Source: an optimization exercise on an open RTL-to-GDS flow (aim: small area). Production flows keep margins and buffers that such runs may drop. RTL that was checked went through simulation tests only; none was proved equivalent to the original. No functional check of the RTL was part of run 1. Power and IR drop assume default switching activity. The clock port is modelled as an ideal driver; clocking choices that lean on that would not hold on a real chip.

`flow/flow/run.sh`:
```
#!/bin/bash
# Standard layout with custom clock tree synthesis arguments: no dummy
# loads, large sink clusters driven by clkbuf_16.
set -euo pipefail
export CTS_ARGS="-sink_clustering_enable -repair_clock_nets -dont_use_dummy_load -buf_list sky130_fd_sc_hd__clkbuf_16 -sink_clustering_size 32 -sink_clustering_max_diameter 60"
bash standard.sh > standard.log 2>&1
```
`flow/standard.sh`:
```
#!/bin/bash
# synth_recipe.tcl (not shown) runs the flow's synth.tcl, then flattens the netlist and writes it again
# the make line also repeats each setting of config.mk as NAME=value (left out here)
make -C /OpenROAD-flow-scripts/flow DESIGN_CONFIG=/design/flow/config.mk WORK_HOME=/design/flow/orfs CLKGATE_MAP_FILE= SYNTH_SCRIPT=/design/flow/synth_recipe.tcl "${@:-finish}"
```
`flow/config.mk`:
```
export PLATFORM = sky130hd
export DESIGN_NAME = spi_sram_responder
export DESIGN_NICKNAME = spi_sram_responder
export VERILOG_FILES = /design/flow/design.v
export SDC_FILE = /design/flow/constraint.sdc
export NUM_CORES = 4
export LEC_CHECK = 0
export CAP_MARGIN = 20
export CORE_MARGIN = 2
export CORE_UTILIZATION = 60
export PLACE_DENSITY = 0.7
export SLEW_MARGIN = 20
export SYNTH_MEMORY_MAX_BITS = 8192
```
`flow/constraint.sdc`:
```
create_clock -name core_clock -period 10.0 [get_ports {clk}]
set_input_delay 2.0000 -clock core_clock [delete_from_list [all_inputs] [get_ports {clk}]]
set_output_delay 2.0000 -clock core_clock [all_outputs]
set_load 0.01 [all_outputs]
```
`flow/design.v`:
```
package spi_sram_responder_pkg;
  localparam logic [7:0] CMD_READ  = 8'h03;
  localparam logic [7:0] CMD_WRITE = 8'h02;
  localparam logic [7:0] CMD_RDSR  = 8'h05;
  localparam logic [7:0] STATUS_VALUE_DEF = 8'h40;
  localparam logic [1:0] PH_CMD   = 2'd0;
  localparam logic [1:0] PH_ADDRH = 2'd1;
  localparam logic [1:0] PH_ADDRL = 2'd2;
  localparam logic [1:0] PH_DATA  = 2'd3;
endpackage
module spi_sync_edge #(
  parameter logic RESET_VAL = 1'b0,
  parameter bit   USE_RESET = 1'b0
) (
  input  logic clk,
  input  logic reset,
  input  logic async_in,
  output logic level
);
  logic meta;
  logic sync;
  always_ff @(posedge clk) begin
    if (USE_RESET && reset) begin
      meta <= RESET_VAL;
      sync <= RESET_VAL;
    end else begin
      meta <= async_in;
      sync <= meta;
    end
  end
  assign level = sync;
endmodule
module spi_mux_tree #(
  parameter int SEL_W = 2
) (
  input  logic [2**SEL_W-1:0] in,
  input  logic [SEL_W-1:0]    sel,
  output logic                out
);
  if (SEL_W == 1) begin : g_m2
    assign out = sel[0] ? in[1] : in[0];
  end else if (SEL_W == 2) begin : g_m4
    assign out = in[sel];
  end else begin : g_tree
    logic [2**(SEL_W-2)-1:0] lvl;
    for (genvar i = 0; i < 2**(SEL_W-2); i++) begin : g_leaf
      assign lvl[i] = in[4*i + sel[1:0]];
    end
    spi_mux_tree #(.SEL_W(SEL_W-2)) u_up (
      .in  (lvl),
      .sel (sel[SEL_W-1:2]),
      .out (out)
    );
  end
endmodule
module spi_sram_responder #(
  parameter int         DEPTH_LOG2   = 9,
  parameter logic [7:0] STATUS_VALUE = spi_sram_responder_pkg::STATUS_VALUE_DEF
) (
  input  logic                  clk,
  input  logic                  reset,
  input  logic                  sck,
  input  logic                  cs,
  input  logic                  mosi,
  output logic                  miso,
  output logic                  wr_strobe,
  output logic [DEPTH_LOG2-1:0] wr_addr,
  output logic [7:0]            wr_data
);
  localparam int WORDS = 2**DEPTH_LOG2;
  localparam int WP_LOG2 = 6;
  localparam int NWP     = WORDS >> WP_LOG2;
  localparam logic [2:0] RD_SWITCH = 3'd5;
  logic sck_s, sck_prev, cs_s, mosi_s;
  spi_sync_edge u_sck_sync (
    .clk      (clk),
    .reset    (reset),
    .async_in (sck),
    .level    (sck_s)
  );
  spi_sync_edge #(.RESET_VAL(1'b1), .USE_RESET(1'b1)) u_cs_sync (
    .clk      (clk),
    .reset    (reset),
    .async_in (cs),
    .level    (cs_s)
  );
  spi_sync_edge u_mosi_sync (
    .clk      (clk),
    .reset    (reset),
    .async_in (mosi),
    .level    (mosi_s)
  );
  always_ff @(posedge clk) sck_prev <= sck_s;
  logic                  rise;
  logic [1:0]            ph;
  logic [2:0]            cnt;
  logic                  md_rd, md_wr, md_sr;
  logic [6:0]            rx;
  logic [7:0]            rx_next;
  logic [DEPTH_LOG2-1:0] addr;
  logic [7:0]            wdat;
  logic                  wpend;
  logic [DEPTH_LOG2-1:0] t;
  logic [DEPTH_LOG2-1:0] d;
  logic                  wr_hit;
  logic                  commit;
  logic [7:0]            h;
  logic [7:0]            tap_bit;
  logic [7:0]            tap_hit;
  assign rise    = sck_s & ~sck_prev & ~cs_s;
  assign rx_next = {rx, mosi_s};
  assign d       = addr + t;
  assign wr_hit  = wpend && (d[WP_LOG2-1:0] == '0);
  assign commit  = rise && ph == spi_sram_responder_pkg::PH_DATA && md_wr && cnt == 3'd7;
  always_ff @(posedge clk) t <= t + 1'b1;
  always_ff @(posedge clk) begin
    if (rise) rx <= rx_next[6:0];
    if (cs_s) begin
      ph  <= spi_sram_responder_pkg::PH_CMD;
      cnt <= 3'd0;
    end else if (rise) begin
      cnt <= cnt + 3'd1;
      if (cnt == 3'd7 && ph != spi_sram_responder_pkg::PH_DATA) ph <= ph + 2'd1;
      if (ph == spi_sram_responder_pkg::PH_CMD && cnt == 3'd7) begin
        md_rd <= (rx_next == spi_sram_responder_pkg::CMD_READ);
        md_wr <= (rx_next == spi_sram_responder_pkg::CMD_WRITE);
        md_sr <= (rx_next == spi_sram_responder_pkg::CMD_RDSR);
        if (rx_next == spi_sram_responder_pkg::CMD_RDSR) ph <= spi_sram_responder_pkg::PH_DATA;
      end
    end
  end
  always_ff @(posedge clk) begin
    if (rise && (ph == spi_sram_responder_pkg::PH_ADDRH || ph == spi_sram_responder_pkg::PH_ADDRL))
      addr <= {addr[DEPTH_LOG2-2:0], mosi_s};
    else if (wr_hit || (rise && ph == spi_sram_responder_pkg::PH_DATA && md_rd && cnt == RD_SWITCH - 3'd1))
      addr <= addr + 1'b1;
  end
  always_ff @(posedge clk) begin
    if (commit) wpend <= 1'b1;
    else if (wr_hit) wpend <= 1'b0;
    if (commit) wdat <= rx_next;
  end
  always_ff @(posedge clk) begin
    if (reset) wr_strobe <= 1'b0;
    else       wr_strobe <= commit;
  end
  assign wr_addr = addr;
  assign wr_data = wdat;
  for (genvar k = 0; k < 8; k++) begin : g_plane
    localparam int SL = (k == 7) ? 2 : (k == 6) ? 3 : (k >= 4) ? 4 : 5;
    localparam int NT = WORDS >> SL;
    logic [WORDS-1:0] r;
    logic [WORDS-1:0] r_nxt;
    logic [NT-1:0]    taps;
    logic [2:0]       c;
    logic             want;
    always_comb begin
      r_nxt = {r[WORDS-2:0], r[WORDS-1]};
      for (int j = 0; j < NWP; j++)
        if (wr_hit && d[DEPTH_LOG2-1:WP_LOG2] == j) r_nxt[j*(1<<WP_LOG2)+1] = wdat[k];
    end
    always_ff @(posedge clk) r <= r_nxt;
    for (genvar i = 0; i < NT; i++) begin : g_tap
      assign taps[i] = r[i << SL];
    end
    spi_mux_tree #(.SEL_W(DEPTH_LOG2 - SL)) u_tap_mux (
      .in  (taps),
      .sel (d[DEPTH_LOG2-1:SL]),
      .out (tap_bit[k])
    );
    assign tap_hit[k] = (d[SL-1:0] == '0);
    assign c    = 3'(7 - k);
    assign want = (cnt < RD_SWITCH) ? (c >= cnt) : (c < cnt);
    always_ff @(posedge clk) if (want && tap_hit[k]) h[k] <= tap_bit[k];
  end
  assign miso = md_sr ? STATUS_VALUE[~cnt] : h[~cnt];
endmodule
```
==> out/metrics.csv, run 1 <==
stage;metric;value;unit
power;p_per_area;249;nW/um2
setup_path;r2r-end;g_plane[0].r[257];
floorplanning;die_h;389;um
setup_path;slowest_stage;clkdlybuf4s50_1;
run;max_cap_viol_count;0;
synthesis;ys_warn_count;3;
power;swShare;18.4;%
cells_and_area;layout-drive-gt1-share;5.84;%
sta;period_minus_slack;5050;ps
clocking;cts_max_level;4;
synthesis;synthCells;4882;
route;wl;116000;um
sta;rsz0062_at_grt;no;
power;ir_drop;0.000214;V
global_routing;grt_start_max_net_pins;60;
route;vias;31400;
power;p_switching;4380;uW
global_routing;grt_overflow;0;
cells_and_area;nets;5045;
cells_and_area;utilization;64.8;%
power;power_leakage;0.0377;uW
floorplanning;fp.dieArea;152000;um2
synthesis;syn_area_per_cell;18.3;um2
synthesis;netlist_area;89100;um2
sta;slew_headroom;26.5;%
clocking;clkTransAtPathRegs;100;ps
synthesis;synth_largest_area_cell;dfxtp_1;
setup_path;crit_path_end_kind;output pin;
sta;hold_slack;247;ps
sta;worst_pin_slew;1100;ps
synthesis;async_flop_share;0;%
sta;layout_setup_ws;4950;ps
placed_design;place.gp.congestion;0.825;
route;first_pass_iters;5;
sta;setup-tns-final;0;ps
global_routing;grt_pass1_vias;30500;
cells_and_area;final_cell_mix;dfxtp_1, clkbuf_16, nand2_1;
synthesis;synth_area_leaders;dfxtp_1, edfxtp_1, mux2i_1;
hold_path;min_path_cells;0;
route;via_per_inst;4.52;
sta;skew;81.5;ps
clocking;post_cts_buffers;0;
clocking;cts_tree;done;
power;p_int;19500;uW
power;p_comb_share;0;%
synthesis;synthAdderAreaFrac;0.261;%
route;drc_errors;0;
sta;hold_viol_final;0;
setup_path;path_cells;inv_1, a21oi_1, a21oi_1, o22ai_1, a31oi_1, clkdlybuf4s50_1;
global_routing;antenna_found_initial;15;
synthesis;synth_cell_types;71;
setup_path;reg2reg_depth;11;
clocking;clockRootBuffer;clkbuf_16;
floorplanning;pin_count;24;
placed_design;dp.final_hpwl;70700;um
floorplanning;core_region_area;148000;um2
floorplanning;rows;141;
setup_path;slowest_delay;680;ps
clocking;cts_max_path_buffers;3;
sta;setup_violations;0;
floorplanning;initial_core_util;60.4;%
power;pwr-share-clk;30.6;%
global_routing;grt_usage;15.3;%
clocking;numCtsBuffers;162;
setup_path;rr_startpoint;addr[3];
synthesis;synth_top_area_share;92.5;%
sta;fmax;198;MHz
sta;drv_slew;0;
synthesis;synth_xor_area_share;0.166;%
setup_path;cp_max_fo;10;
setup_path;cpMostUsedCell;a21oi_1;
cells_and_area;syn2layout_area_growth;7.35;%
synthesis;synth_nets;4905;
setup_path;regToRegSetupSlack;5500;ps
sta;fin_crit_sh;50.5;%
synthesis;synthFlopType;dfxtp_1;
global_routing;grt_first_pass_wirelength;175000;um
route;drtAntennaViolNets;0;
placed_design;port_buffers;23;
synthesis;synthMuxAreaShare;2.47;%
synthesis;ys_ff_latch;4154;
clocking;post_cts_resized;0;
route;drt_iter0_markers;1841;
placed_design;post-place-ws;5530;ps
clocking;cts.sinks;4154;
outcome;status;no timing/DRC/antenna violations;
cells_and_area;layout_commonest_cell;dfxtp_1;
floorplanning;die_width;389;um
power;power_frac_seq;69.4;%
synthesis;synth-edff-count;35;
synthesis;yosysSeqAreaShare;93.7;%
hold_path;hold_path_class;reg -> reg;
setup_path;worst_setup_path_start_kind;flip-flop;
synthesis;synth_top_family_by_area;multiplexers;
setup_path;cp.arrival;3050;ps
setup_path;criticalPathCategory;reg -> out;
hold_path;worstHoldEndpoint;g_plane[1].r[302];
hold_path;min_from;g_plane[1].r[301];
route;wl_per_cell;16.6;um
clocking;clk_latency;810;ps
clocking;hold_buffers;0;
synthesis;synth_compound_area_share;1.41;%
synthesis;synth-simple-area-share;1.59;%
setup_path;cp.required;8000;ps
-- final cells by class --
cell class	count	area, um2
clock buffers	162	4050
fillers	9762	52000
inverters	12	45.0
diodes	8	20.0
repair buffers	37	335
multi-input cells	655	5300
flip-flops and latches	4154	83500
well taps	1930	2410
-- per-stage QoR --
stage          total power [uW]  instances  area, um2
2_1_floorplan             16900       4882      89100
3_3_place_gp              16900       6788      91600
3_5_place_dp              16900       6788      91600
4_1_cts                   24100       6950      95700
5_1_grt                   24600       6950      95700
6_report                  23900       6958      95700
-- power by group through the flow --
| stage | combinational (uW) | sequential (uW) | clock (uW) |
|---|---|---|---|
| after detailed placement | 4.93 | 16900 | 0 |
| after CTS | 4.95 | 16600 | 7500 |
| after global placement | 4.83 | 16900 | 0 |
| final | 4.94 | 16600 | 7300 |
| after global routing | 5.45 | 16600 | 8070 |
| after floorplan | 2.10 | 16900 | 0 |
-- cells by family after synthesis --
kind of cell | Yosys count
flip-flops | 4154
AND/OR/NAND/NOR | 291
multiplexers | 173
AO/OA/AOI/OAI | 157
buffers and inverters | 73
adder cells (fa/ha/maj) | 18
XOR/XNOR | 16
-- synthesized netlist by cell type (4+ instances only) --
cell,number
a211oi_1,12
a32oi_1,5
ha_1,17
buf_2,26
a311o_1,15
and2_1,7
nor3_1,6
nor3b_1,4
a211o_1,7
buf_6,5
dfxtp_1,4119
nand3_1,16
a21oi_1,22
mux2i_1,76
inv_1,11
buf_4,4
nor2b_1,4
or2_1,4
o311a_1,6
nand2_1,144
a32o_1,7
o211ai_1,9
nand2b_1,4
nand4_1,9
edfxtp_1,35
mux2_2,58
a31oi_1,13
o21ai_0,10
a311oi_1,7
xnor2_1,12
mux2_1,8
clkbuf_1,25
nor2_1,31
or2_2,4
a2111oi_0,18
and3_1,41
mux4_2,31
-- routing by layer --
metal  global-route usage, %  share of wire (%)
met1                    24.0                 53
met2                    21.3                 40
met3                    3.32                5.4
met4                    4.93                2.4
met5                       0             0.0086
-- worst max path at each step --
| stage | from | endpoint | slack (ps) | depth (start not counted) |
|---|---|---|---|---|
| after detailed placement | addr[2] | g_plane[3].r[65] | 5530 | 9 |
| after CTS | cnt[0] | miso | 4890 | 6 |
| after global routing | cnt[0] | miso | 4760 | 6 |
| final | cnt[0] | miso | 4950 | 6 |
| after global placement | addr[3] | g_plane[3].r[257] | 5620 | 11 |
| after floorplan | addr[0] | h[4] | 6430 | 12 |
-- state kept, by name, summed over array words and instances (netlist names), 2 cells and up --
name	flops
addr	9
cnt	3
g_plane.r	4096
h	8
ph	2
rx	7
t	9
wdat	8
-- worst max-delay path: cells and delay by family, from the launching register on --
kind                   cells  cell delay (ps)
AO/OA/AOI/OAI              4              920
flip-flops                 1              430
buffers and inverters      2              890
==> inputs of run 2 (changes only) <==
--- a/flow/design.v
+++ b/flow/design.v
@@ -98,18 +98,21 @@
   logic [6:0]            rx;
   logic [7:0]            rx_next;
   logic [DEPTH_LOG2-1:0] addr;
+  logic [DEPTH_LOG2-1:0] addr_p1;
+  logic [DEPTH_LOG2-1:0] addr_rev;
   logic [7:0]            wdat;
   logic                  wpend;
   logic [DEPTH_LOG2-1:0] t;
   logic [DEPTH_LOG2-1:0] d;
   logic                  wr_hit;
   logic                  commit;
-  logic [7:0]            h;
-  logic [7:0]            tap_bit;
-  logic [7:0]            tap_hit;
   assign rise    = sck_s & ~sck_prev & ~cs_s;
   assign rx_next = {rx, mosi_s};
-  assign d       = addr + t;
+  assign addr_p1 = addr + 1'b1;
+  for (genvar i = 0; i < DEPTH_LOG2; i++) begin : g_rev
+    assign addr_rev[i] = addr[DEPTH_LOG2-1-i];
+  end
+  assign d       = addr_rev + t;
   assign wr_hit  = wpend && (d[WP_LOG2-1:0] == '0);
   assign commit  = rise && ph == spi_sram_responder_pkg::PH_DATA && md_wr && cnt == 3'd7;
   always_ff @(posedge clk) t <= t + 1'b1;
@@ -129,11 +132,17 @@
       end
     end
   end
-  always_ff @(posedge clk) begin
-    if (rise && (ph == spi_sram_responder_pkg::PH_ADDRH || ph == spi_sram_responder_pkg::PH_ADDRL))
-      addr <= {addr[DEPTH_LOG2-2:0], mosi_s};
-    else if (wr_hit || (rise && ph == spi_sram_responder_pkg::PH_DATA && md_rd && cnt == RD_SWITCH - 3'd1))
-      addr <= addr + 1'b1;
+  logic addr_inc;
+  assign addr_inc = wr_hit ||
+                    (rise && ph == spi_sram_responder_pkg::PH_DATA && md_rd && cnt == RD_SWITCH - 3'd1);
+  always_ff @(posedge clk) begin
+    for (int i = 0; i < DEPTH_LOG2; i++) begin
+      if (rise && ((i == DEPTH_LOG2 - 1) ? (ph == spi_sram_responder_pkg::PH_ADDRH && cnt == 3'd7)
+                                        : (ph == spi_sram_responder_pkg::PH_ADDRL && cnt == 3'(7 - i))))
+        addr[i] <= mosi_s;
+      else if (addr_inc)
+        addr[i] <= addr_p1[i];
+    end
   end
   always_ff @(posedge clk) begin
     if (commit) wpend <= 1'b1;
@@ -146,32 +155,66 @@
   end
   assign wr_addr = addr;
   assign wr_data = wdat;
+  logic [3:0] cand7;
+  logic [1:0] rot7;
+  logic [1:0] cand6;
+  logic       rot6;
+  logic [5:0] h;
+  logic [7:0] want;
   for (genvar k = 0; k < 8; k++) begin : g_plane
-    localparam int SL = (k == 7) ? 2 : (k == 6) ? 3 : (k >= 4) ? 4 : 5;
-    localparam int NT = WORDS >> SL;
     logic [WORDS-1:0] r;
     logic [WORDS-1:0] r_nxt;
-    logic [NT-1:0]    taps;
-    logic [2:0]       c;
-    logic             want;
     always_comb begin
       r_nxt = {r[WORDS-2:0], r[WORDS-1]};
       for (int j = 0; j < NWP; j++)
         if (wr_hit && d[DEPTH_LOG2-1:WP_LOG2] == j) r_nxt[j*(1<<WP_LOG2)+1] = wdat[k];
     end
     always_ff @(posedge clk) r <= r_nxt;
-    for (genvar i = 0; i < NT; i++) begin : g_tap
-      assign taps[i] = r[i << SL];
-    end
-    spi_mux_tree #(.SEL_W(DEPTH_LOG2 - SL)) u_tap_mux (
-      .in  (taps),
-      .sel (d[DEPTH_LOG2-1:SL]),
-      .out (tap_bit[k])
-    );
-    assign tap_hit[k] = (d[SL-1:0] == '0);
-    assign c    = 3'(7 - k);
-    assign want = (cnt < RD_SWITCH) ? (c >= cnt) : (c < cnt);
-    always_ff @(posedge clk) if (want && tap_hit[k]) h[k] <= tap_bit[k];
-  end
-  assign miso = md_sr ? STATUS_VALUE[~cnt] : h[~cnt];
+    localparam logic [2:0] C = 3'(7 - k);
+    assign want[k] = (cnt < RD_SWITCH) ? (C >= cnt) : (C < cnt);
+    if (k == 7) begin : g_quarters
+      for (genvar q = 0; q < 4; q++) begin : g_q
+        logic [7:0] taps;
+        logic       tap;
+        for (genvar i = 0; i < 8; i++) begin : g_tap
+          assign taps[i] = r[q*128 + i*16];
+        end
+        spi_mux_tree #(.SEL_W(3)) u_tap_mux (.in(taps), .sel(d[6:4]), .out(tap));
+        always_ff @(posedge clk) if (want[k] && d[3:0] == '0) cand7[q] <= tap;
+      end
+      always_ff @(posedge clk)
+        if (want[k] && d[3:0] == '0) rot7 <= d[8:7] - {addr[0], addr[1]};
+    end else if (k == 6) begin : g_halves
+      for (genvar q = 0; q < 2; q++) begin : g_q
+        logic [15:0] taps;
+        logic        tap;
+        for (genvar i = 0; i < 16; i++) begin : g_tap
+          assign taps[i] = r[q*256 + i*16];
+        end
+        spi_mux_tree #(.SEL_W(4)) u_tap_mux (.in(taps), .sel(d[7:4]), .out(tap));
+        always_ff @(posedge clk) if (want[k] && d[3:0] == '0) cand6[q] <= tap;
+      end
+      always_ff @(posedge clk)
+        if (want[k] && d[3:0] == '0) rot6 <= d[8] ^ addr[0];
+    end else begin : g_single
+      localparam int SL = (k >= 4) ? 4 : 5;
+      localparam int NT = WORDS >> SL;
+      logic [NT-1:0] taps;
+      logic          tap;
+      for (genvar i = 0; i < NT; i++) begin : g_tap
+        assign taps[i] = r[i << SL];
+      end
+      spi_mux_tree #(.SEL_W(DEPTH_LOG2 - SL)) u_tap_mux (
+        .in  (taps),
+        .sel (d[DEPTH_LOG2-1:SL]),
+        .out (tap)
+      );
+      always_ff @(posedge clk) if (want[k] && d[SL-1:0] == '0) h[k] <= tap;
+    end
+  end
+  logic [1:0] sel7;
+  logic [7:0] byte_out;
+  assign sel7     = rot7 + {addr[0], addr[1]};
+  assign byte_out = {cand7[sel7], cand6[rot6 ^ addr[0]], h};
+  assign miso = md_sr ? STATUS_VALUE[~cnt] : byte_out[~cnt];
 endmodule
==> flow/run.sh (new file) <==
#!/bin/bash
# synth_recipe.tcl (not shown) runs the flow's synth.tcl, then flattens the netlist and writes it again
# the make line also repeats each setting of config.mk as NAME=value (left out here)
make -C /OpenROAD-flow-scripts/flow DESIGN_CONFIG=/design/flow/config.mk WORK_HOME=/design/flow/orfs CLKGATE_MAP_FILE= SYNTH_SCRIPT=/design/flow/synth_recipe.tcl finish
--- a/flow/config.mk
+++ b/flow/config.mk
@@ -8,6 +8,9 @@
 export CAP_MARGIN = 20
 export CORE_MARGIN = 2
 export CORE_UTILIZATION = 60
+export CTS_BUF_LIST = sky130_fd_sc_hd__clkbuf_16
+export CTS_CLUSTER_DIAMETER = 70
+export CTS_CLUSTER_SIZE = 36
 export PLACE_DENSITY = 0.7
 export SLEW_MARGIN = 20
 export SYNTH_MEMORY_MAX_BITS = 8192
removed: flow/flow/run.sh
removed: flow/standard.sh
==> run 2 against run 1 <==
Still clean on timing, DRC and antenna. Register-to-register slack gained 290 ps. Routed wire length shrank 8.9%. Total power grew 0.19%. Critical path depth grew 2. Clock power is essentially flat. Sequential share of layout area grew 1.5 points. Utilization grew 0.13 points. Synthesized area shrank 1.8%. Synthesized cell count shrank 6.1%. Largest power group unchanged. Highest routed layer unchanged.
==> out/metrics.csv, run 2 <==
stage;metric;value;unit;change
global_routing;antenna_found_initial;19;;was 15
clocking;hold_buffers;0;;unchanged
route;drc_errors;0;;unchanged
clocking;post_cts_buffers;0;;unchanged
power;p_per_area;254;nW/um2;was 249 nW/um2
global_routing;grt_pass1_vias;28100;;was 30,500
setup_path;criticalPathCategory;reg -> out;;unchanged
power;power_leakage;0.0371;uW;was 0.0377 uW
power;p_comb_share;0;%;about the same
synthesis;async_flop_share;0;%;unchanged
cells_and_area;reg_top3;g_plane.r (4096), addr (9), t (9);;unchanged
setup_path;startpoint;addr[1];;was cnt[0]
route;drtAntennaViolNets;0;;unchanged
clocking;cts_max_path_buffers;3;;unchanged
route;drt_iter0_markers;1214;;was 1,841
synthesis;synthTopCellsByCount;dfxtp_1, mux2_2, nand2_1, edfxtp_1, mux4_2;;was dfxtp_1, nand2_1, mux2i_1, mux2_2, and3_1
sta;slew_headroom;34.3;%;was 26.5%
synthesis;synth_top_area_share;94.2;%;was 92.5%
floorplanning;fp.dieArea;149000;um2;was 152,000 um2
clocking;cts_max_level;4;;unchanged
global_routing;grt_overflow;0;;unchanged
cells_and_area;largest_register;g_plane.r;;unchanged
power;swShare;18.8;%;was 18.4%
sta;period_minus_slack;5580;ps;was 5050 ps
power;p_int;19400;uW;was 19,500 uW
clocking;clk_latency;800;ps;was 810 ps
synthesis;synth-edff-count;42;;was 35
sta;setup_violations;0;;unchanged
route;first_pass_iters;4;;was 5
clocking;numCtsBuffers;140;;was 162
cells_and_area;final_design_area_no_fill;94300;um2;was 95,700 um2
outcome;status;no timing/DRC/antenna violations;;unchanged
clocking;clkTransAtPathRegs;120;ps;was 100 ps
synthesis;synth_area_leaders;dfxtp_1, edfxtp_1, mux4_2;;was dfxtp_1, edfxtp_1, mux2i_1
synthesis;synthFlopType;dfxtp_1;;unchanged
synthesis;syn_area_per_cell;19.1;um2;was 18.3 um2
power;power_frac_seq;69.4;%;about the same
clocking;clockRootBuffer;clkbuf_16;;unchanged
sta;worst_pin_slew;985;ps;was 1100 ps
synthesis;synth_cell_types;54;;was 71
placed_design;dp.final_hpwl;62500;um;was 70,700 um
synthesis;synth_nets;4610;;was 4,905
floorplanning;initial_core_util;60.3;%;was 60.4%
sta;rsz0062_at_grt;no;;unchanged
clocking;cts.sinks;4161;;was 4,154
setup_path;worst_setup_path_start_kind;flip-flop;;unchanged
sta;fmax;179;MHz;was 198 MHz
clocking;post_cts_resized;0;;unchanged
sta;hold_slack;310;ps;was 247 ps
floorplanning;die_width;386;um;was 389 um
hold_path;min_from;g_plane[7].r[471];;was g_plane[1].r[301]
placed_design;place.gp.congestion;0.758;;was 0.825
setup_path;cp_max_fo;8;;was 10
sta;fin_crit_sh;55.8;%;was 50.5%
global_routing;grt_first_pass_wirelength;159000;um;was 175,000 um
cells_and_area;final_cell_mix;dfxtp_1, clkbuf_16, mux2_2;;was dfxtp_1, clkbuf_16, nand2_1
cells_and_area;syn2layout_area_growth;7.75;%;was 7.35%
route;wl_per_cell;15.7;um;was 16.6 um
cells_and_area;nets;4759;;was 5,045
setup_path;cp.arrival;3580;ps;was 3050 ps
setup_path;crit_path_end_kind;output pin;;unchanged
placed_design;port_buffers;23;;unchanged
sta;setup-tns-final;0;ps;unchanged
cells_and_area;layout-drive-gt1-share;6.44;%;was 5.84%
setup_path;rr_startpoint;t[0];;was addr[3]
clocking;cts_tree;done;;unchanged
power;p_switching;4500;uW;was 4380 uW
synthesis;ys_warn_count;3;;unchanged
route;vias;28600;;was 31,400
sta;skew;36.7;ps;was 81.5 ps
setup_path;slowest_delay;660;ps;was 680 ps
run;max_cap_viol_count;0;;unchanged
floorplanning;core_region_area;145000;um2;was 148,000 um2
floorplanning;die_h;386;um;was 389 um
synthesis;yosysSeqAreaShare;95.7;%;was 93.7%
synthesis;synth.most_common_cell;dfxtp_1;;unchanged
floorplanning;rows;140;;was 141
power;ir_drop;0.000218;V;was 0.000214 V
global_routing;grt_usage;14.3;%;was 15.3%
floorplanning;pin_count;24;;unchanged
synthesis;netlist_area;87500;um2;was 89,100 um2
sta;drv_slew;0;;unchanged
setup_path;cpMostUsedCell;xnor2_1;;was a21oi_1
setup_path;cp.required;8000;ps;about the same
route;wl;105000;um;was 116,000 um
global_routing;grt_start_max_net_pins;37;;was 60
synthesis;synth_largest_area_cell;dfxtp_1;;unchanged
power;pwr-share-clk;30.6;%;about the same
cells_and_area;layout_commonest_cell;dfxtp_1;;unchanged
cells_and_area;utilization;64.9;%;was 64.8%
setup_path;slowest_stage;clkdlybuf4s50_1;;unchanged
hold_path;hold_path_class;reg -> reg;;unchanged
setup_path;path_cells;ha_1, xnor2_1, xnor2_1, mux4_2, a311o_1, a21oi_1, nor2_1, clkdlybuf4s50_1;;was inv_1, a21oi_1, a21oi_1, o22ai_1, a31oi_1, clkdlybuf4s50_1
route;via_per_inst;4.26;;was 4.52
sta;hold_viol_final;0;;unchanged
placed_design;place_area;90100;um2;was 91,600 um2
synthesis;ys_ff_latch;4161;;was 4,154
synthesis;synthCells;4583;;was 4,882
cells_and_area;largest_reg_flops;4096;;unchanged
[run 2: final timing paths]
| check | cells past startpoint | slack [ps] | to |
|---|---|---|---|
| min reg2reg | 0 | 310 | g_plane[7].r[472] |
| max | 8 | 4420 | miso |
| min | 0 | 310 | g_plane[7].r[472] |
| max reg2reg | 13 | 5790 | g_plane[0].r[193] |
[run 2: power by group through the flow]
| stage | Clock [uW] | Sequential (uW) | Combinational (uW) |
|---|---|---|---|
| final | 7300 | 16600 | 4.45 |
| after detailed placement | 0 | 17000 | 4.40 |
| after floorplan | 0 | 17000 | 2.73 |
| after global placement | 0 | 17000 | 4.38 |
| after global routing | 8030 | 16600 | 4.89 |
| after CTS | 7510 | 16600 | 4.47 |
[run 2: cell type report]
cell class                 instances  area [um2]
antenna                            9        22.5
tap                             1917        2400
fill                            9667       50900
multi-input combinational        384        3680
clock inverter                    35         510
timing repair buffer              31         290
clock buffer                     144        3600
sequential                      4161       83700
inverter                          14        52.6
[run 2: cells by family after synthesis]
logic type               after synthesis  share of synthesized area (%)
AND/OR/NAND/NOR                      131                          0.781
adder cells (fa/ha/maj)               22                          0.323
multiplexers                         138                           2.27
flip-flops                          4161                           95.7
XOR/XNOR                              28                          0.297
buffers and inverters                 38                          0.174
AO/OA/AOI/OAI                         65                          0.478
[run 2: stage by stage]
stage,cells,setup WS (ps),power [uW]
6_report,6695,4420,23900
4_1_cts,6686,4360,24100
3_3_place_gp,6507,5180,17000
3_5_place_dp,6507,5230,17000
2_1_floorplan,4583,6110,17000
5_1_grt,6686,4260,24600
[run 2: metal layers]
layer | track usage [%] | wire length [um] | share of wire [%]
met1 | 21.6 | 56200 | 53
met2 | 20.7 | 42900 | 41
met3 | 2.79 | 3640 | 3.5
met4 | 4.57 | 2600 | 2.5
met5 | 0 | 18 | 0.017
[run 2: critical path: cells and delay by family, from the launching register on]
family | cells | cell delay, ps
buf+inv | 1 | 660
flops | 1 | 560
simple gates | 1 | 540
xor+xnor | 2 | 300
fa+ha+maj | 1 | 280
compound gates | 2 | 250
mux | 1 | 230
==> inputs of run 3 (changes only) <==
--- a/flow/design.v
+++ b/flow/design.v
@@ -94,7 +94,7 @@
   logic                  rise;
   logic [1:0]            ph;
   logic [2:0]            cnt;
-  logic                  md_rd, md_wr, md_sr;
+  logic                  md_wr, md_sr;
   logic [6:0]            rx;
   logic [7:0]            rx_next;
   logic [DEPTH_LOG2-1:0] addr;
@@ -125,7 +125,6 @@
       cnt <= cnt + 3'd1;
       if (cnt == 3'd7 && ph != spi_sram_responder_pkg::PH_DATA) ph <= ph + 2'd1;
       if (ph == spi_sram_responder_pkg::PH_CMD && cnt == 3'd7) begin
-        md_rd <= (rx_next == spi_sram_responder_pkg::CMD_READ);
         md_wr <= (rx_next == spi_sram_responder_pkg::CMD_WRITE);
         md_sr <= (rx_next == spi_sram_responder_pkg::CMD_RDSR);
         if (rx_next == spi_sram_responder_pkg::CMD_RDSR) ph <= spi_sram_responder_pkg::PH_DATA;
@@ -134,7 +133,7 @@
   end
   logic addr_inc;
   assign addr_inc = wr_hit ||
-                    (rise && ph == spi_sram_responder_pkg::PH_DATA && md_rd && cnt == RD_SWITCH - 3'd1);
+                    (rise && ph == spi_sram_responder_pkg::PH_DATA && !md_wr && cnt == RD_SWITCH - 3'd1);
   always_ff @(posedge clk) begin
     for (int i = 0; i < DEPTH_LOG2; i++) begin
       if (rise && ((i == DEPTH_LOG2 - 1) ? (ph == spi_sram_responder_pkg::PH_ADDRH && cnt == 3'd7)
==> run 3 against run 2 <==
Cell count increased by 1.2%. Final area increased by 0.84%. Synthesized cell count increased by 1.8%. Utilization increased by 0.23 points. Routed wire length decreased by 0.53%. Fmax decreased by 7.5%. Non-clock buffer count increased by 1. Critical endpoint unchanged. Highest routed layer is now met4.
==> out/metrics.csv, run 3 <==
stage;metric;value;unit;change
hold_path;hold_path_class;reg -> reg;;unchanged
floorplanning;rows;140;;unchanged
cells_and_area;nets;4832;;was 4,759
floorplanning;die_h;388;um;was 386 um
global_routing;grt_pass1_vias;28800;;was 28,100
setup_path;rr_startpoint;addr[8];;was t[0]
sta;hold_slack;312;ps;was 310 ps
clocking;numCtsBuffers;140;;unchanged
cells_and_area;fillCellCount;9692;;was 9,667
clocking;cts_max_path_buffers;3;;unchanged
placed_design;place.gp.congestion;0.765;;was 0.758
synthesis;synth.most_common_cell;dfxtp_1;;unchanged
sta;hold_viol_final;0;;unchanged
cells_and_area;regArea;83700;um2;about the same
clocking;clkTransAtPathRegs;110;ps;was 120 ps
synthesis;synth-simple-area-share;0.792;%;was 0.781%
synthesis;synth_nets;4691;;was 4,610
sta;slew_headroom;30.2;%;was 34.3%
synthesis;synth_top_area_share;93.4;%;was 94.2%
power;power_frac_seq;69.4;%;about the same
power;p_per_area;252;nW/um2;was 254 nW/um2
synthesis;synth_xor_area_share;0.366;%;was 0.297%
route;wl_per_cell;15.5;um;was 15.7 um
clocking;post_cts_resized;0;;unchanged
synthesis;synth_area_leaders;dfxtp_1, edfxtp_1, mux2_2;;was dfxtp_1, edfxtp_1, mux4_2
placed_design;place_area;90900;um2;was 90,100 um2
route;first_pass_iters;5;;was 4
global_routing;grt_start_max_net_pins;71;;was 37
sta;fin_crit_sh;60.4;%;was 55.8%
route;drc_errors;0;;unchanged
synthesis;synth_top_family_by_area;multiplexers;;unchanged
synthesis;yosysSeqAreaShare;94.8;%;was 95.7%
cells_and_area;largest_register;g_plane.r;;unchanged
setup_path;crit_path_end_kind;output pin;;unchanged
synthesis;synth-edff-count;41;;was 42
synthesis;synthCells;4664;;was 4,583
power;p_comb_share;0;%;about the same
sta;fmax;166;MHz;was 179 MHz
sta;drv_slew;0;;unchanged
global_routing;grt_first_pass_wirelength;160000;um;was 159,000 um
cells_and_area;final_cell_mix;dfxtp_1, clkbuf_16, mux2_2;;unchanged
sta;setup-tns-final;0;ps;unchanged
cells_and_area;syn2layout_area_growth;7.67;%;was 7.75%
clocking;post_cts_buffers;0;;unchanged
floorplanning;core_region_area;146000;um2;was 145,000 um2
synthesis;synth_largest_area_cell;dfxtp_1;;unchanged
synthesis;synth_compound_area_share;0.670;%;was 0.478%
cells_and_area;utilization;65.2;%;was 64.9%
floorplanning;fp.dieArea;150000;um2;was 149,000 um2
cells_and_area;final_design_area_no_fill;95100;um2;was 94,300 um2
setup_path;cp.required;8000;ps;about the same
cells_and_area;largest_reg_flops;4096;;unchanged
cells_and_area;reg_top3;g_plane.r (4096), addr (9), t (9);;unchanged
outcome;status;no timing/DRC/antenna violations;;unchanged
route;wl;105000;um;about the same
sta;rsz0062_at_grt;no;;unchanged
cells_and_area;layout-drive-gt1-share;6.95;%;was 6.44%
floorplanning;initial_core_util;60.5;%;was 60.3%
sta;worst_pin_slew;1050;ps;was 985 ps
power;p_switching;4560;uW;was 4500 uW
hold_path;min_from;g_plane[2].r[237];;was g_plane[7].r[471]
synthesis;synthFlopType;dfxtp_1;;unchanged
synthesis;ys_ff_latch;4160;;was 4,161
sta;skew;21.6;ps;was 36.7 ps
synthesis;synth_cell_types;62;;was 54
synthesis;ys_warn_count;3;;unchanged
setup_path;cp.arrival;4040;ps;was 3580 ps
floorplanning;die_width;388;um;was 386 um
placed_design;dp.final_hpwl;63100;um;was 62,500 um
clocking;cts_tree;done;;unchanged
synthesis;netlist_area;88300;um2;was 87,500 um2
global_routing;grt_overflow;0;;unchanged
global_routing;antenna_found_initial;14;;was 19
power;p_int;19400;uW;about the same
sta;period_minus_slack;6040;ps;was 5580 ps
floorplanning;pin_count;24;;unchanged
clocking;clk_latency;800;ps;about the same
synthesis;async_flop_share;0;%;unchanged
global_routing;grt_usage;14.0;%;was 14.3%
route;drt_iter0_markers;1459;;was 1,214
setup_path;criticalPathCategory;reg -> out;;unchanged
clocking;hold_buffers;0;;unchanged
power;pwr-share-clk;30.6;%;about the same
clocking;cts_max_level;4;;unchanged
power;ir_drop;0.000153;V;was 0.000218 V
setup_path;startpoint;addr[0];;was addr[1]
synthesis;synthTopCellsByCount;dfxtp_1, mux2_2, mux2i_1, edfxtp_1, mux4_2;;was dfxtp_1, mux2_2, nand2_1, edfxtp_1, mux4_2
setup_path;cp_max_fo;70;;was 8
sta;setup_violations;0;;unchanged
cells_and_area;layout_commonest_cell;dfxtp_1;;unchanged
run;max_cap_viol_count;0;;unchanged
route;via_per_inst;4.33;;was 4.26
power;power_leakage;0.0373;uW;was 0.0371 uW
clocking;cts.sinks;4160;;was 4,161
synthesis;synthMuxAreaShare;2.84;%;was 2.27%
power;swShare;19.1;%;was 18.8%
synthesis;synthAdderAreaFrac;0.320;%;was 0.323%
route;vias;29300;;was 28,600
route;drtAntennaViolNets;0;;unchanged
cells_and_area;multi_input_area;4460;um2;was 3680 um2
synthesis;syn_area_per_cell;18.9;um2;was 19.1 um2
setup_path;worst_setup_path_start_kind;flip-flop;;unchanged
placed_design;port_buffers;23;;unchanged
clocking;clockRootBuffer;clkbuf_16;;unchanged
run 3: cell types whose count changed in the layout (fill, tap and decap cells not counted), sizes merged, moves of 8 or more:
cell | before | now
nor3 | 7 | 20
mux2 | 70 | 90
mux2i | 27 | 66
o211ai | 2 | 10
o2111ai | 0 | 8
nand2 | 49 | 32
o21ai | 9 | 21
run 3: worst max-delay path, cell delays in order, from the launching register on:
cell and delay [ps]:
edfxtp_1 630, buf_4 860, xnor2_1 180, mux4_2 290
a311o_1 170, a21oi_1 60, a21oi_1 420, clkdlybuf4s50_1 630
run 3: cell type report:
class | instances | area share [%]
clock buffer | 144 | 3.79
inverter | 13 | 0.0513
tap | 1917 | 2.52
clock inverter | 44 | 0.582
sequential | 4160 | 88.0
antenna | 6 | 0.0158
timing repair buffer | 32 | 0.321
multi-input combinational | 458 | 4.69
run 3: power groups by stage:
| stage | registers (uW) | logic, uW | clock network [uW] |
|---|---|---|---|
| finish | 16600 | 4.70 | 7320 |
| CTS | 16600 | 4.66 | 7520 |
| global placement | 17000 | 4.58 | 0 |
| detailed placement | 17000 | 4.63 | 0 |
| floorplan | 17000 | 2.72 | 0 |
| global route | 16600 | 5.16 | 8050 |
run 3: final timing paths:
path	slack (ps)	cells past startpoint	end
min reg2reg	310	0	g_plane[2].r[238]
max reg2reg	5510	10	g_plane[5].r[449]
min	310	0	g_plane[2].r[238]
max	3960	7	miso
run 3: stage by stage:
stage          total power, uW  setup WS (ps)  cells
6_report                 23900           3960   6774
4_1_cts                  24100           3870   6767
3_5_place_dp             17000           4770   6579
5_1_grt                  24700           3720   6768
2_1_floorplan            17000           6070   4664
3_3_place_gp             17000           4800   6579
run 3: cells by family (layout without fill, tap and decap cells):
group | count (synthesis) | count (layout)
AOI/OAI and AO/OA | 91 | 91
xor gates and xnor gates | 30 | 30
adders and majority gates | 22 | 22
buffers and inverters | 46 | 233
DFF | 4160 | 4160
muxes | 193 | 193
other | 0 | 6
and+or+nand+nor | 122 | 122
run 3: layer usage:
layer  vias up  wire length [um]  share of wire [%]  GRT usage, %
met5         -                 0                  0             0
met3       169              3500                3.3          2.58
met4         0              2310                2.2          4.33
met2       333             43400                 41          20.5
met1     13900             55600                 53          21.2
li1      14900                 -                  -             -
==> inputs of run 4 (changes only) <==
==> flow/flow/run.sh (new file) <==
#!/bin/bash
# Standard layout with custom clock tree synthesis arguments: no dummy
# loads, large sink clusters driven by clkbuf_16.
set -euo pipefail
export CTS_ARGS="-sink_clustering_enable -repair_clock_nets -dont_use_dummy_load -buf_list sky130_fd_sc_hd__clkbuf_16 -sink_clustering_size 36 -sink_clustering_max_diameter 70"
bash standard.sh > standard.log 2>&1
==> flow/standard.sh (new file) <==
#!/bin/bash
# synth_recipe.tcl (not shown) runs the flow's synth.tcl, then flattens the netlist and writes it again
# the make line also repeats each setting of config.mk as NAME=value (left out here)
make -C /OpenROAD-flow-scripts/flow DESIGN_CONFIG=/design/flow/config.mk WORK_HOME=/design/flow/orfs CLKGATE_MAP_FILE= SYNTH_SCRIPT=/design/flow/synth_recipe.tcl "${@:-finish}"
--- a/flow/config.mk
+++ b/flow/config.mk
@@ -8,9 +8,6 @@
 export CAP_MARGIN = 20
 export CORE_MARGIN = 2
 export CORE_UTILIZATION = 60
-export CTS_BUF_LIST = sky130_fd_sc_hd__clkbuf_16
-export CTS_CLUSTER_DIAMETER = 70
-export CTS_CLUSTER_SIZE = 36
 export PLACE_DENSITY = 0.7
 export SLEW_MARGIN = 20
 export SYNTH_MEMORY_MAX_BITS = 8192
removed: flow/run.sh
==> run 4 against run 3 <==
Critical path depth unchanged. Clock power decreased by 6.7%. Global-route usage fell by 0.070 points. Sequential cell count unchanged. Critical path type unchanged. Total power shrank 2.0%. Synthesized area is the same. Routed wire length down 0.46%. Final area decreased by 0.68%. Highest routed layer unchanged. Via count decreased by 0.26%. First-iteration DRC count fell by 11%. Cell count is 0.66% lower. Sequential power about the same.
==> out/metrics.csv, run 4 <==
stage;metric;value;unit;change
global_routing;met3_usage;2.73;%;was 2.58%
clocking;cts_tree;done;;unchanged
cells_and_area;layout_commonest_cell;dfxtp_1;;unchanged
floorplanning;pin_count;24;;unchanged
setup_path;cp_max_fo;70;;unchanged
sta;hold_slack;239;ps;was 312 ps
cells_and_area;syn2layout_area_growth;6.94;%;was 7.67%
power;ir_drop;0.000152;V;was 0.000153 V
clocking;clkTransAtPathRegs;120;ps;was 110 ps
hold_path;min_path_cells;0;;unchanged
synthesis;syn_area_per_cell;18.9;um2;unchanged
clocking;cts_max_path_buffers;3;;unchanged
synthesis;synthTopCellsByCount;dfxtp_1, mux2_2, mux2i_1, edfxtp_1, mux4_2;;unchanged
synthesis;netlist_area;88300;um2;unchanged
sta;fin_crit_sh;59.7;%;was 60.4%
hold_path;hold_path_class;reg -> reg;;unchanged
clocking;numCtsBuffers;140;;unchanged
synthesis;synth_nets;4691;;unchanged
outcome;status;no timing/DRC/antenna violations;;unchanged
floorplanning;fp.dieArea;150000;um2;unchanged
setup_path;crit_path_end_kind;output pin;;unchanged
route;drt_iter0_markers;1297;;was 1,459
placed_design;dp.final_hpwl;63100;um;unchanged
sta;rsz0062_at_grt;no;;unchanged
synthesis;ys_warn_count;3;;unchanged
clocking;clk_latency;800;ps;about the same
cells_and_area;final_design_area_no_fill;94400;um2;was 95,100 um2
floorplanning;initial_core_util;60.5;%;unchanged
synthesis;yosysSeqAreaShare;94.8;%;unchanged
global_routing;antenna_found_initial;15;;was 14
sta;setup_violations;0;;unchanged
route;vias;29300;;about the same
synthesis;synthCells;4664;;unchanged
synthesis;synth-edff-count;41;;unchanged
global_routing;grt_usage;13.9;%;was 14.0%
cells_and_area;utilization;64.7;%;was 65.2%
route;wl_per_cell;15.5;um;about the same
global_routing;grt_start_max_net_pins;71;;unchanged
floorplanning;rows;140;;unchanged
synthesis;synth_area_leaders;dfxtp_1, edfxtp_1, mux2_2;;unchanged
power;power_leakage;0.0370;uW;was 0.0373 uW
cells_and_area;layout-drive-gt1-share;6.25;%;was 6.95%
power;p_comb_share;0;%;about the same
synthesis;synthFlopType;dfxtp_1;;unchanged
placed_design;post-place-ws;4770;ps;unchanged
global_routing;busiest_layer;met1;;unchanged
route;first_pass_iters;5;;unchanged
setup_path;cpMostUsedCell;a21oi_1;;unchanged
route;drtAntennaViolNets;0;;unchanged
clocking;cts_max_level;4;;unchanged
sta;layout_setup_ws;4030;ps;was 3960 ps
route;via_per_inst;4.35;;was 4.33
power;p_per_area;248;nW/um2;was 252 nW/um2
setup_path;slowest_delay;860;ps;about the same
sta;skew;87.8;ps;was 21.6 ps
clocking;post_cts_buffers;0;;unchanged
synthesis;ys_ff_latch;4160;;unchanged
cells_and_area;nets;4832;;unchanged
sta;hold_viol_final;0;;unchanged
setup_path;reg2reg_depth;10;;unchanged
floorplanning;die_width;388;um;unchanged
cells_and_area;reg_top3;g_plane.r (4096), addr (9), t (9);;unchanged
global_routing;gr-usage-met1;21.0;%;was 21.2%
global_routing;grt_overflow;0;;unchanged
sta;drv_slew;0;;unchanged
route;drc_errors;0;;unchanged
synthesis;synth.most_common_cell;dfxtp_1;;unchanged
power;pwr-share-clk;29.2;%;was 30.6%
sta;fmax;167;MHz;was 166 MHz
global_routing;grt_pass1_vias;28700;;was 28,800
run;max_cap_viol_count;0;;unchanged
power;power_frac_seq;70.8;%;was 69.4%
setup_path;worst_setup_path_start_kind;flip-flop;;unchanged
setup_path;path_cells;buf_4, xnor2_1, mux4_2, a311o_1, a21oi_1, a21oi_1, clkdlybuf4s50_1;;unchanged
cells_and_area;final_cell_mix;dfxtp_1, clkbuf_16, mux2_2;;unchanged
sta;period_minus_slack;5970;ps;was 6040 ps
synthesis;synth_cell_types;62;;unchanged
route;wl;104000;um;was 105,000 um
clocking;post_cts_resized;0;;unchanged
power;swShare;18.3;%;was 19.1%
synthesis;synth_largest_area_cell;dfxtp_1;;unchanged
floorplanning;die_h;388;um;unchanged
global_routing;met2_usage;20.3;%;was 20.5%
placed_design;port_buffers;23;;unchanged
clocking;hold_buffers;0;;unchanged
sta;slew_headroom;30.1;%;was 30.2%
clocking;cts.sinks;4160;;unchanged
setup_path;cp.arrival;3970;ps;was 4040 ps
placed_design;place.gp.congestion;0.765;;unchanged
setup_path;slowest_stage;buf_4;;unchanged
sta;setup-tns-final;0;ps;unchanged
clocking;clockRootBuffer;clkbuf_16;;unchanged
synthesis;synth_top_area_share;93.4;%;unchanged
setup_path;criticalPathCategory;reg -> out;;unchanged
power;p_int;19100;uW;was 19,400 uW
sta;worst_pin_slew;1050;ps;about the same
cells_and_area;largest_reg_flops;4096;;unchanged
synthesis;async_flop_share;0;%;unchanged
cells_and_area;fillCellCount;9754;;was 9,692
floorplanning;core_region_area;146000;um2;unchanged
setup_path;cp.required;8000;ps;about the same
global_routing;grt_first_pass_wirelength;159000;um;was 160,000 um
placed_design;place_area;90900;um2;unchanged
cells_and_area;largest_register;g_plane.r;;unchanged
power;p_switching;4290;uW;was 4560 uW
## run 4: cell count changes in the layout (fill, tap and decap cells not counted), sizes merged
cell | previous run | this run
inv | 35 | 13
diode | 6 | 9
bufinv | 1 | 0
clkinv | 20 | 0
clkinvlp | 1 | 0
clkbuf | 144 | 140
## run 4: power groups by stage
stage | sequential, uW | combinational (uW) | clock, uW
after floorplan | 17000 | 2.72 | 0
after global placement | 17000 | 4.58 | 0
after detailed placement | 17000 | 4.63 | 0
after CTS | 16600 | 4.66 | 7030
after global routing | 16600 | 5.16 | 7560
final | 16600 | 4.72 | 6830
## run 4: logic make-up after synthesis
group | after synthesis | share of synthesized area, %
buf+inv | 46 | 0.228
xor+xnor | 30 | 0.366
flops | 4160 | 94.8
simple gates | 122 | 0.792
fa+ha+maj | 22 | 0.320
compound gates | 91 | 0.670
mux | 193 | 2.84
## run 4: path summary, 6_finish.rpt
path	from	end	slack [ps]
max	addr[0]	miso	4030
min reg2reg	g_plane[0].r[172]	g_plane[0].r[173]	240
min	g_plane[0].r[172]	g_plane[0].r[173]	240
max reg2reg	addr[8]	g_plane[5].r[449]	5450
## run 4: layout make-up
cell class              instances  area, um2  area share [%]
clock buffers                 140       3500            3.71
inverters                      13       48.8          0.0517
well taps                    1917       2400            2.54
multi-input cells             458       4460            4.72
repair buffers                 32        305           0.323
diodes                          9       22.5          0.0239
flip-flops and latches       4160      83700            88.6
## run 4: routing by layer
layer	up-vias	routed length, um
met5	-	0
met3	172	3750
met1	13900	55300
met2	334	43000
li1	14900	-
met4	0	2330
## run 4: per-stage QoR
| step | cells | total power, uW |
|---|---|---|
| final | 6729 | 23400 |
| after global placement | 6579 | 17000 |
| after CTS | 6719 | 23600 |
| after floorplan | 4664 | 17000 |
| after detailed placement | 6579 | 17000 |
| after global routing | 6720 | 24200 |
## run 4: worst max-delay path, delay by kind of cell (launching register included)
family / cells / cell delay [ps]
buf+inv: 2 / 1490
compound gates: 3 / 640
flops: 1 / 620
mux: 1 / 290
xor+xnor: 1 / 180
==> inputs of run 5 (changes only) <==
--- a/flow/design.v
+++ b/flow/design.v
@@ -94,7 +94,7 @@
   logic                  rise;
   logic [1:0]            ph;
   logic [2:0]            cnt;
-  logic                  md_wr, md_sr;
+  logic                  md_rd, md_wr, md_sr;
   logic [6:0]            rx;
   logic [7:0]            rx_next;
   logic [DEPTH_LOG2-1:0] addr;
@@ -125,6 +125,7 @@
       cnt <= cnt + 3'd1;
       if (cnt == 3'd7 && ph != spi_sram_responder_pkg::PH_DATA) ph <= ph + 2'd1;
       if (ph == spi_sram_responder_pkg::PH_CMD && cnt == 3'd7) begin
+        md_rd <= (rx_next == spi_sram_responder_pkg::CMD_READ);
         md_wr <= (rx_next == spi_sram_responder_pkg::CMD_WRITE);
         md_sr <= (rx_next == spi_sram_responder_pkg::CMD_RDSR);
         if (rx_next == spi_sram_responder_pkg::CMD_RDSR) ph <= spi_sram_responder_pkg::PH_DATA;
@@ -133,7 +134,7 @@
   end
   logic addr_inc;
   assign addr_inc = wr_hit ||
-                    (rise && ph == spi_sram_responder_pkg::PH_DATA && !md_wr && cnt == RD_SWITCH - 3'd1);
+                    (rise && ph == spi_sram_responder_pkg::PH_DATA && md_rd && cnt == RD_SWITCH - 3'd1);
   always_ff @(posedge clk) begin
     for (int i = 0; i < DEPTH_LOG2; i++) begin
       if (rise && ((i == DEPTH_LOG2 - 1) ? (ph == spi_sram_responder_pkg::PH_ADDRH && cnt == 3'd7)
==> run 5 against run 4 <==
Count of clock-buffer cells in the layout stayed put. Fmax is 9.3% higher. Sequential cell count is 1 higher. Synthesized cell count is 1.7% lower. Clock skew is 4.3 ps higher. Non-clock buffer count is 1 lower. Critical path depth is 1 higher. Clock power hardly changed. Total power hardly changed. Critical path type unchanged. Setup slack better by 510 ps.
==> out/metrics.csv, run 5 <==
stage;metric;value;unit;change
outcome;status;no timing/DRC/antenna violations;;unchanged
setup_path;path_cells;ha_1, xnor2_1, xnor2_1, mux4_2, a311o_1, a21oi_1, nor2_1, clkdlybuf4s50_1;;was buf_4, xnor2_1, mux4_2, a311o_1, a21oi_1, a21oi_1, clkdlybuf4s50_1
floorplanning;rows;140;;unchanged
setup_path;cp.required;8000;ps;about the same
cells_and_area;largest_reg_flops;4096;;unchanged
synthesis;ys_warn_count;3;;unchanged
route;wl_per_cell;15.8;um;was 15.5 um
clocking;numCtsBuffers;140;;unchanged
run;max_cap_viol_count;0;;unchanged
clocking;clkTransAtPathRegs;120;ps;about the same
synthesis;synth_top_area_share;94.2;%;was 93.4%
setup_path;slowest_stage;clkdlybuf4s50_1;;was buf_4
setup_path;criticalPathCategory;reg -> out;;unchanged
clocking;cts_max_level;4;;unchanged
sta;setup_violations;0;;unchanged
synthesis;synth_cell_types;54;;was 62
synthesis;async_flop_share;0;%;unchanged
setup_path;cpMostUsedCell;xnor2_1;;was a21oi_1
floorplanning;fp.dieArea;149000;um2;was 150,000 um2
route;wl;105000;um;was 104,000 um
cells_and_area;final_cell_mix;dfxtp_1, clkbuf_16, mux2_2;;unchanged
sta;period_minus_slack;5470;ps;was 5970 ps
cells_and_area;layout-drive-gt1-share;5.81;%;was 6.25%
setup_path;cp_max_fo;8;;was 70
floorplanning;die_width;386;um;was 388 um
synthesis;synthFlopType;dfxtp_1;;unchanged
cells_and_area;fillCellCount;9731;;was 9,754
setup_path;cp.arrival;3470;ps;was 3970 ps
power;power_leakage;0.0368;uW;was 0.0370 uW
floorplanning;initial_core_util;60.3;%;was 60.5%
sta;hold_viol_final;0;;unchanged
synthesis;synth_nets;4610;;was 4,691
route;drc_errors;0;;unchanged
cells_and_area;layout_commonest_cell;dfxtp_1;;unchanged
placed_design;port_buffers;23;;unchanged
synthesis;synthTopCellsByCount;dfxtp_1, mux2_2, nand2_1, edfxtp_1, mux4_2;;was dfxtp_1, mux2_2, mux2i_1, edfxtp_1, mux4_2
synthesis;syn_area_per_cell;19.1;um2;was 18.9 um2
sta;fin_crit_sh;54.7;%;was 59.7%
sta;hold_slack;271;ps;was 239 ps
setup_path;slowest_delay;660;ps;was 860 ps
clocking;clockRootBuffer;clkbuf_16;;unchanged
placed_design;post-place-ws;5230;ps;was 4770 ps
clocking;cts.sinks;4161;;was 4,160
clocking;post_cts_buffers;0;;unchanged
global_routing;grt_start_max_net_pins;37;;was 71
synthesis;synthCells;4583;;was 4,664
synthesis;netlist_area;87500;um2;was 88,300 um2
placed_design;place.gp.congestion;0.758;;was 0.765
floorplanning;die_h;386;um;was 388 um
synthesis;ys_ff_latch;4161;;was 4,160
hold_path;min_path_cells;0;;unchanged
cells_and_area;nets;4759;;was 4,832
clocking;clk_latency;800;ps;about the same
sta;skew;92.0;ps;was 87.8 ps
synthesis;synth.most_common_cell;dfxtp_1;;unchanged
route;via_per_inst;4.29;;was 4.35
global_routing;grt_first_pass_wirelength;158000;um;was 159,000 um
global_routing;grt_usage;14.2;%;was 13.9%
synthesis;synth_area_leaders;dfxtp_1, edfxtp_1, mux4_2;;was dfxtp_1, edfxtp_1, mux2_2
clocking;post_cts_resized;0;;unchanged
global_routing;grt_overflow;0;;unchanged
sta;slew_headroom;34.3;%;was 30.1%
cells_and_area;largest_register;g_plane.r;;unchanged
placed_design;dp.final_hpwl;62500;um;was 63,100 um
synthesis;yosysSeqAreaShare;95.7;%;was 94.8%
route;first_pass_iters;5;;unchanged
sta;fmax;183;MHz;was 167 MHz
global_routing;grt_pass1_vias;28000;;was 28,700
sta;layout_setup_ws;4530;ps;was 4030 ps
clocking;cts_max_path_buffers;3;;unchanged
hold_path;hold_path_class;reg -> reg;;unchanged
sta;drv_slew;0;;unchanged
global_routing;antenna_found_initial;18;;was 15
clocking;hold_buffers;0;;unchanged
floorplanning;core_region_area;145000;um2;was 146,000 um2
route;vias;28500;;was 29,300
route;drt_iter0_markers;1254;;was 1,297
cells_and_area;syn2layout_area_growth;7.04;%;was 6.94%
clocking;cts_tree;done;;unchanged
sta;setup-tns-final;0;ps;unchanged
power;ir_drop;0.000213;V;was 0.000152 V
sta;rsz0062_at_grt;no;;unchanged
setup_path;crit_path_end_kind;output pin;;unchanged
setup_path;reg2reg_depth;13;;was 10
route;drtAntennaViolNets;0;;unchanged
synthesis;synth_largest_area_cell;dfxtp_1;;unchanged
synthesis;synth-edff-count;42;;was 41
cells_and_area;reg_top3;g_plane.r (4096), addr (9), t (9);;unchanged
floorplanning;pin_count;24;;unchanged
setup_path;worst_setup_path_start_kind;flip-flop;;unchanged
sta;worst_pin_slew;986;ps;was 1050 ps
power;p_per_area;250;nW/um2;was 248 nW/um2
## run 5: cell types whose count changed in the layout (fill, tap and decap cells not counted), sizes merged, moves of 12 or more
cell   change
mux2      -20
mux2i     -39
o21ai     -12
nor3      -13
nand2     +17
## run 5: area by class of cell
class	count	area (um2)	area share, %
diodes	3	7.51	0.00802
clock buffers	140	3500	3.74
inverters	14	52.6	0.0561
multi-input cells	384	3680	3.93
flip-flops and latches	4161	83700	89.4
well taps	1917	2400	2.56
repair buffers	31	290	0.310
## run 5: layer usage
layer	GRT usage, %	up-vias	share of wire [%]
met5	0	-	0.017
met2	20.6	289	41
li1	-	14500	-
met4	4.40	2	2.4
met1	21.6	13500	53
met3	2.85	165	3.6
## run 5: kinds of logic after synthesis
family                   count (synthesis)  synth area share (%)
buffers and inverters                   38                 0.174
AND/OR/NAND/NOR                        131                 0.781
multiplexers                           138                  2.27
XOR/XNOR                                28                 0.297
AO/OA/AOI/OAI                           65                 0.478
adder cells (fa/ha/maj)                 22                 0.323
flip-flops                            4161                  95.7
## run 5: final timing paths
check	slack, ps	endpoint	startpoint
max	4530	miso	addr[1]
min	270	g_plane[6].r[60]	g_plane[6].r[59]
max reg2reg	5820	g_plane[5].r[193]	t[0]
min reg2reg	270	g_plane[6].r[60]	g_plane[6].r[59]
## run 5: power by group
part	internal (uW)	switching, uW
combinational	2.67	1.76
sequential	16600	3.36
clock	2550	4290
## run 5: worst max-delay path: cells and delay by family, from the launching register on
family	cells	cell delay, ps
AND/OR/NAND/NOR	1	510
AO/OA/AOI/OAI	2	250
multiplexers	1	230
XOR/XNOR	2	300
buffers and inverters	1	660
flip-flops	1	540
adder cells (fa/ha/maj)	1	280
## run 5: metrics by stage
step / utilization (%) / area [um2] / total power [uW] / cells
floorplan: - / 87500 / 17000 / 4583
global placement: 62.1 / 90100 / 17000 / 6507
detailed placement: 62.1 / 90100 / 17000 / 6507
CTS: 64.5 / 93600 / 23600 / 6647
global route: 64.5 / 93600 / 24200 / 6647
finish: 64.5 / 93700 / 23400 / 6650

## port drivers added, routing unchanged
In the flow no input, the clock included, has a driving cell. The finished layouts below were timed again as built, in two steps.
Step 1, drivers: a clkbuf_16 drives clk and a buf_2 each remaining input, both assumed.
Step 2 times the ports against the registers' clock, not the clock port: input delays grow and output delays shrink by t, the midpoint of the rising clock arrivals with the driver on.
a / b / c = no drivers / after step 1 / after step 2; a / b = the first two.
run | t (ns) | setup WS [ns] | hold slack, ns | worst setup path after step 2 | pins driven straight from the clock port
run 1 | 0.853 | 4.954 / 4.880 / 5.499 | 0.247 / 0.247 / 0.247 | register to register | 1
run 2 | 0.847 | 4.419 / 4.350 / 5.197 | 0.310 / 0.310 / 0.310 | register to output | 1
run 3 | 0.870 | 3.964 / 3.884 / 4.754 | 0.312 / 0.312 / 0.312 | register to output | 1
run 4 | 0.841 | 4.028 / 3.946 / 4.787 | 0.239 / 0.239 / 0.239 | register to output | 1
run 5 | 0.820 | 4.535 / 4.466 / 5.286 | 0.271 / 0.271 / 0.271 | register to output | 1
After both steps setup and hold are still met in every run listed.
